What follows belongs to an exercise in optimizing a design on an open flow for small area, a short achievable clock period and few clock cycles per item; a production flow would make more cautious choices. Where RTL was checked, it was by simulation tests only, not by an equivalence proof against the original. Power figures rest on the tool's default switching activity, not on a simulated workload.

==> flow/design.v (excerpt) <==
module tap_tempo_averager_core #(
    parameter int COUNT_WIDTH = 16,
    parameter int TIME_WIDTH  = 32,
    parameter int FRAC_BITS   = 8
) (
    input  logic                               aclk,
    input  logic                               aresetn,
    input  logic                               s_tvalid,
    output logic                               s_tready,
    input  logic [((TIME_WIDTH+7)/8)*8-1:0]    s_tdata,
    input  logic                               s_tuser,
    output logic                               m_tvalid,
    input  logic                               m_tready,
    output logic [47:0]                        m_tdata,
    output logic [2:0]                         m_tuser,
    input  logic                               cfg_we,
    input  logic [7:0]                         cfg_wdata
);
clock: 10.0 ns
lec_check: 0
cap_margin: 20
core_margin: 2
core_utilization: 40
slew_margin: 20
tns_end_percent: 5
standard.sh (not shown) runs the stock make flow with config.mk's settings and CLKGATE_MAP_FILE= SYNTH_SCRIPT=/design/flow/synth_recipe.tcl, a recipe that flattens the netlist after the stock synthesis.
==> flow/flow/run.sh <==
#!/bin/bash
set -euo pipefail
bash standard.sh SETUP_SLACK_MARGIN=6.5 finish > standard_flow.log 2>&1
Edit:
--- a/flow/design.v
+++ b/flow/design.v
@@ -386,23 +386,17 @@
             if (b_short) begin
                 count <= hclr ? 16'd0 : 16'd1;
                 n3    <= hclr ? 18'd0 : 18'd3;
                 nsat  <= 1'b0;
                 s15   <= '0;
             end else if (b_done) begin
-                if (restart) begin
-                    count <= '0;
-                    n3    <= '0;
-                    nsat  <= 1'b0;
-                    s15   <= '0;
-                end else begin
-                    if (!nsat) count <= count + 16'd1;
-                    if (count < 16'hFFFE) n3 <= n3 + 18'd3;
-                    if (count == 16'hFFFE) nsat <= 1'b1;
-                    if (b_ldf_spec) s15 <= s15_acc;
-                end
+                if (restart)    count <= '0;
+                else if (!nsat) count <= count + 16'd1;
+                if (count < 16'hFFFE) n3 <= n3 + 18'd3;
+                if (count == 16'hFFFE) nsat <= 1'b1;
+                if (b_ldf_spec) s15 <= s15_acc;
             end else if (b_load) begin
                 s15 <= s15_acc;
             end
         end
     end
     always_ff @(posedge aclk) begin
Result: The new run completed without violations; area after synthesis is lower by 1.1%; global-route usage is lower by 0.57 points; routed wire length is lower by 4.8%; cell count is lower by 2.5%; register-to-register slack improved by 90 ps; clock-buffer cell count is higher by 5; total power is lower by 3.9%; worst setup slack improved by 88 ps; sequential power is lower by about 2%; maximum frequency is higher by 2.4%; design area is lower by 2.6%; hold slack improved by 3.1 ps; critical path depth is lower by 3.
Testbench counts after the change, summed over its fixed seeds: cycles 38,642, items 3,200.
No functional check of the RTL was part of the first run of this note.

---

tap_tempo_averager_core, a different RTL version from the one above (not shown whole).
Size: ~3500 cells after synthesis, ~99 I/O pins, ~28000 um2 of cells after synthesis.
## tap_tempo_averager_core
module tap_tempo_averager_core #(
    parameter int COUNT_WIDTH = 16,
    parameter int TIME_WIDTH  = 32,
    parameter int FRAC_BITS   = 8
) (
    input  logic                               aclk,
    input  logic                               aresetn,
    input  logic                               s_tvalid,
    output logic                               s_tready,
    input  logic [((TIME_WIDTH+7)/8)*8-1:0]    s_tdata,
    input  logic                               s_tuser,
    output logic                               m_tvalid,
    input  logic                               m_tready,
    output logic [47:0]                        m_tdata,
    output logic [2:0]                         m_tuser,
    input  logic                               cfg_we,
    input  logic [7:0]                         cfg_wdata
);
export LEC_CHECK = 0
export CAP_MARGIN = 20
export CORE_MARGIN = 2
export CORE_UTILIZATION = 40
export CTS_BUF_LIST = sky130_fd_sc_hd__clkbuf_4 sky130_fd_sc_hd__clkbuf_8
export SLEW_MARGIN = 20
export TNS_END_PERCENT = 0
create_clock -name core_clock -period 10.0 [get_ports {aclk}]
Scripts as last shown in full above: flow/flow/run.sh
Next try:
--- a/flow/design.v
+++ b/flow/design.v
@@ -319,29 +319,62 @@
                 if (!p_ge(mth, j, 3)) q30lo_n = q30lo_n | q30;
             end
             if (p_ge(mth, j, 3)) begin
                 x40   = {r40_n, u};
                 q40   = x40 >= 4'd5;
                 r40_n = q40 ? 3'(x40 - 4'd5) : x40[2:0];
                 if (!gt40_n && !lt40_n)   begin gt40_n  = q40 & ~t3; lt40_n  = ~q40 & t3; end
                 if (!gt120_n && !lt120_n) begin gt120_n = q30 & ~t3; lt120_n = ~q30 & t3; end
             end
         end
     end
-    logic c, rlo, rhi, wlo, whi, restart;
+    logic [1:0] hlo_n, hA_n, hg90_n, hl90_n, hB_n;
+    logic [1:0] hlo, hA, hg90, hl90, hB;
+    always_comb begin
+        logic       q30h, q90h, tf;
+        logic [4:0] x30h;
+        logic [2:0] x90h;
+        logic [3:0] r30h;
+        logic [1:0] r90h;
+        tf = ts[12];                      
+        for (int h = 0; h < 2; h++) begin
+            x30h = {r30_n, h[0]};
+            q30h = x30h >= 5'd15;
+            r30h = q30h ? 4'(x30h - 5'd15) : x30h[3:0];
+            x90h = {r90_n, q30h};
+            q90h = x90h >= 3'd3;
+            r90h = q90h ? 2'(x90h - 3'd3) : x90h[1:0];
+            hlo_n[h]  = (gt30_n || lt30_n) ? lt30_n : (~q30h & tf);
+            hg90_n[h] = (gt90_n || lt90_n) ? gt90_n : (q90h & ~tf);
+            hl90_n[h] = (gt90_n || lt90_n) ? lt90_n : (~q90h & tf);
+            hA_n[h]   = q30lo_n || q30h || (r30h != 4'd0);
+            hB_n[h]   = (r90h != 2'd0) || (r30h != 4'd0);
+        end
+    end
+    always_ff @(posedge aclk) begin
+        if (b_st == B_DIV && bth[ACYC-2]) begin
+            hlo  <= hlo_n;
+            hA   <= hA_n;
+            hg90 <= hg90_n;
+            hl90 <= hl90_n;
+            hB   <= hB_n;
+        end
+    end
+    logic c, rlo, rhi, wlo, whi, restart, u1;
     logic [2:0] st_res;
+    assign u1      = ud[1];
     assign c       = (rb != 16'd0);
-    assign rlo     = lt30_n;
-    assign wlo     = lt40_n;
-    assign rhi     = gt120_n || (!lt120_n && (c || q30lo_n || (r30_n != 4'd0) || u0_n));
-    assign whi     = gt90_n  || (!lt90_n  && (c || (r90_n != 2'd0) || (r30_n != 4'd0) || u0_n));
+    assign rlo     = hlo[u1];
+    assign wlo     = lt40;
+    assign rhi     = gt120 || (!lt120 && (c || hA[u1] || ud[0]));
+    assign whi     = hg90[u1] || (!hl90[u1] && (c || hB[u1] || ud[0]));
     assign restart = rlo | rhi;
     assign st_res  = restart ? 3'd3 : ((wlo | whi) ? 3'd2 : 3'd1);
     logic b_load, b_short, b_done, b_adv;
     logic b_take_i, b_load_f, b_ldf_spec, b_ld_any;
     assign b_take_i = (b_st == B_IDLE) && hv && (!mv || !(hclr || count == 16'd0));
     assign b_short  = b_take_i && (hclr || count == 16'd0);
     assign b_ldf_spec = (b_st == B_FIN) && hv && !hclr;
     assign b_load_f = b_ldf_spec && !restart;
     assign b_ld_any = (b_take_i && !b_short) || b_ldf_spec;
     assign b_load   = (b_take_i && !b_short) || b_load_f;
     assign b_take   = b_take_i || b_load_f;
@@ -423,19 +456,19 @@
             at <= '0;
             aw <= '0;
         end else if (b_st == B_DIV && cyc_is(bth, 1) && !mv) begin
             lt <= 12'((({1'b0, ts[15:0], 2'b0} + {3'b0, ts[15:0]}) + 19'd64) >> 7);
             at <= at_n;
             aw <= aw_n;
         end else if (b_st == B_DIV && bth[1]) begin
             at <= at_n;
             aw <= aw_n;
         end else if (b_done) begin
             status <= st_res;
-            at <= at_n + 12'(cat_n);
-            aw <= aw_n + 8'(caw_n);
+            at <= at + 12'(cat);
+            aw <= aw + 8'(caw);
         end
     end
     assign m_tvalid = mv;
     assign m_tdata  = {count, aw, at, lt};
     assign m_tuser  = status;
 endmodule
Outcome: Via count went down slightly; sequential share of layout area went up by 1.0 points; clock skew went up by 0.0041 ns; area after synthesis stays flat; worst setup slack gets worse by 0.044 ns; die area is about the same; sequential cell count went up by 10; sequential power went down slightly; total power went down by a few percent; combinational power went down by roughly a tenth.
No run of this note included a check of the RTL's function; only the layout flow was run.

---

Setup of the baseline:
tap_tempo_averager_core, a different RTL version from the one above (not shown whole).
Size: roughly 99 I/O pins, about 0.028 mm^2 of cells after synthesis.
==> flow/config.mk <==
export PLATFORM = sky130hd
export DESIGN_NAME = tap_tempo_averager_core
export DESIGN_NICKNAME = tap_tempo_averager_core
export VERILOG_FILES = /design/flow/design.v
export SDC_FILE = /design/flow/constraint.sdc
export NUM_CORES = 4
export LEC_CHECK = 0
export CAP_MARGIN = 20
export CORE_MARGIN = 2
export CORE_UTILIZATION = 40
export SLEW_MARGIN = 20
export TNS_END_PERCENT = 0
==> flow/constraint.sdc <==
create_clock -name core_clock -period 10.0 [get_ports {aclk}]
set_input_delay 2.0000 -clock core_clock [delete_from_list [all_inputs] [get_ports {aclk}]]
set_output_delay 2.0000 -clock core_clock [all_outputs]
set_load 0.01 [all_outputs]
Scripts as last shown in full above: flow/flow/run.sh
Testbench counts of the baseline, summed over its fixed seeds: cycles 38,642, items 3,200.
## Diff of input files: the candidate against the baseline
diff --git a/flow/design.v b/flow/design.v
--- a/flow/design.v
+++ b/flow/design.v
@@ -137,21 +137,24 @@
             default: ;
         endcase
         case (a_st)
             A_G3:   if (!hv) d3 <= {1'b0, da[23:0], 1'b0} + {2'b0, da[23:0]};
             A_M15:  d3 <= big ? 26'd0 : ((ovf || cgt_n) ? {6'd0, t15c} : {6'd0, t15q});
             default: ;
         endcase
-        if (a_st == A_DIV) begin
-            ra    <= ra_nx;
-            abits <= tsel;
-        end else begin
-            ra    <= 24'(TNUM >> TSTEPS);
-            abits <= tnum_bits[TSTEPS-1 -: K];
-        end
+        case (a_st)
+            A_GAP:  ra <= 24'(TNUM >> TSTEPS);
+            A_DIV:  ra <= ra_nx;
+            default: ;
+        endcase
+        case (a_st)
+            A_GAP:  abits <= tnum_bits[TSTEPS-1 -: K];
+            A_DIV:  abits <= tsel;
+            default: ;
+        endcase
         case (a_st)
             A_DIV:  ta <= {ta[15-K:0], aq};
             A_M15:  ta <= tcl;
             default: ;
         endcase
         case (a_st)
             A_G3: begin
### Flow results
- Re final cell count: the candidate is 95 up on the baseline.
- Changes observed in the candidate relative to the baseline: actual slew at the worst max-slew pin fell 0.073 ns, number of cells upsized or downsized after cts +29, met3 track utilization from global routing up 0.17 points.
- On insertion delay of the later-clocked pin in the worst-skew pair, the baseline tracks the candidate almost exactly.
- [compare] base=the baseline new=the candidate: switching power of the nets picked up an extra 13%; clock transition at the registers of the reported paths neither gained nor lost much; final design instance area without fill picked up an extra about 1.8%.
- Final worst-path setup slack delta for the candidate relative to the baseline: 0.027 ns lower
- The candidate ends up with a global-route wire length before repair that is about 6% lower than in the baseline.
- The baseline → the candidate: sequential share of layout area went up by 0.40 points, total chip power rose by 9.5%, clock power now sits lower.
No functional check of the RTL was part of the candidate.

static timing again, ports no longer ideal:
How much do the figures lean on ideal ports? The routed layouts below were timed once more, with nothing changed but the port constraints. Step 1 (the two cells are an assumption about what drives the block):
set clk [get_ports {aclk}]
set_driving_cell -lib_cell sky130_fd_sc_hd__clkbuf_16 $clk
set_driving_cell -lib_cell sky130_fd_sc_hd__buf_2 [delete_from_list [all_inputs] $clk]
Step 2 times the ports against the registers' clock, not the clock port: input delays grow and output delays shrink by t, the midpoint of the rising clock arrivals with the driver on. Three values: no drivers, after step 1, after step 2; two values: the first two.
run	t, ns	setup slack, ns	latest minus earliest clock arrival (ns)	slew at the worst register clock pin (ns)
the first run of note 1	0.647	6.297 / 6.297 / 5.814	0.030 / 0.031	0.06 / 0.06
the second run of note 1	0.635	6.385 / 6.351 / 6.153	0.026 / 0.027	0.06 / 0.06
the first run of note 2	0.712	6.278 / 6.223 / 6.256	0.046 / 0.046	0.07 / 0.07
the second run of note 2	0.701	6.234 / 6.234 / 6.105	0.041 / 0.041	0.07 / 0.07
the baseline	0.639	6.329 / 6.265 / 6.171	0.033 / 0.033	0.06 / 0.06
the candidate	0.629	6.302 / 6.302 / 6.093	0.017 / 0.017	0.06 / 0.06
After both steps setup and hold are still met in every run listed. For the first run of note 1, which loses most, drivers alone change the setup slack by 0.000 ns; drivers and shift together by -0.483 ns.
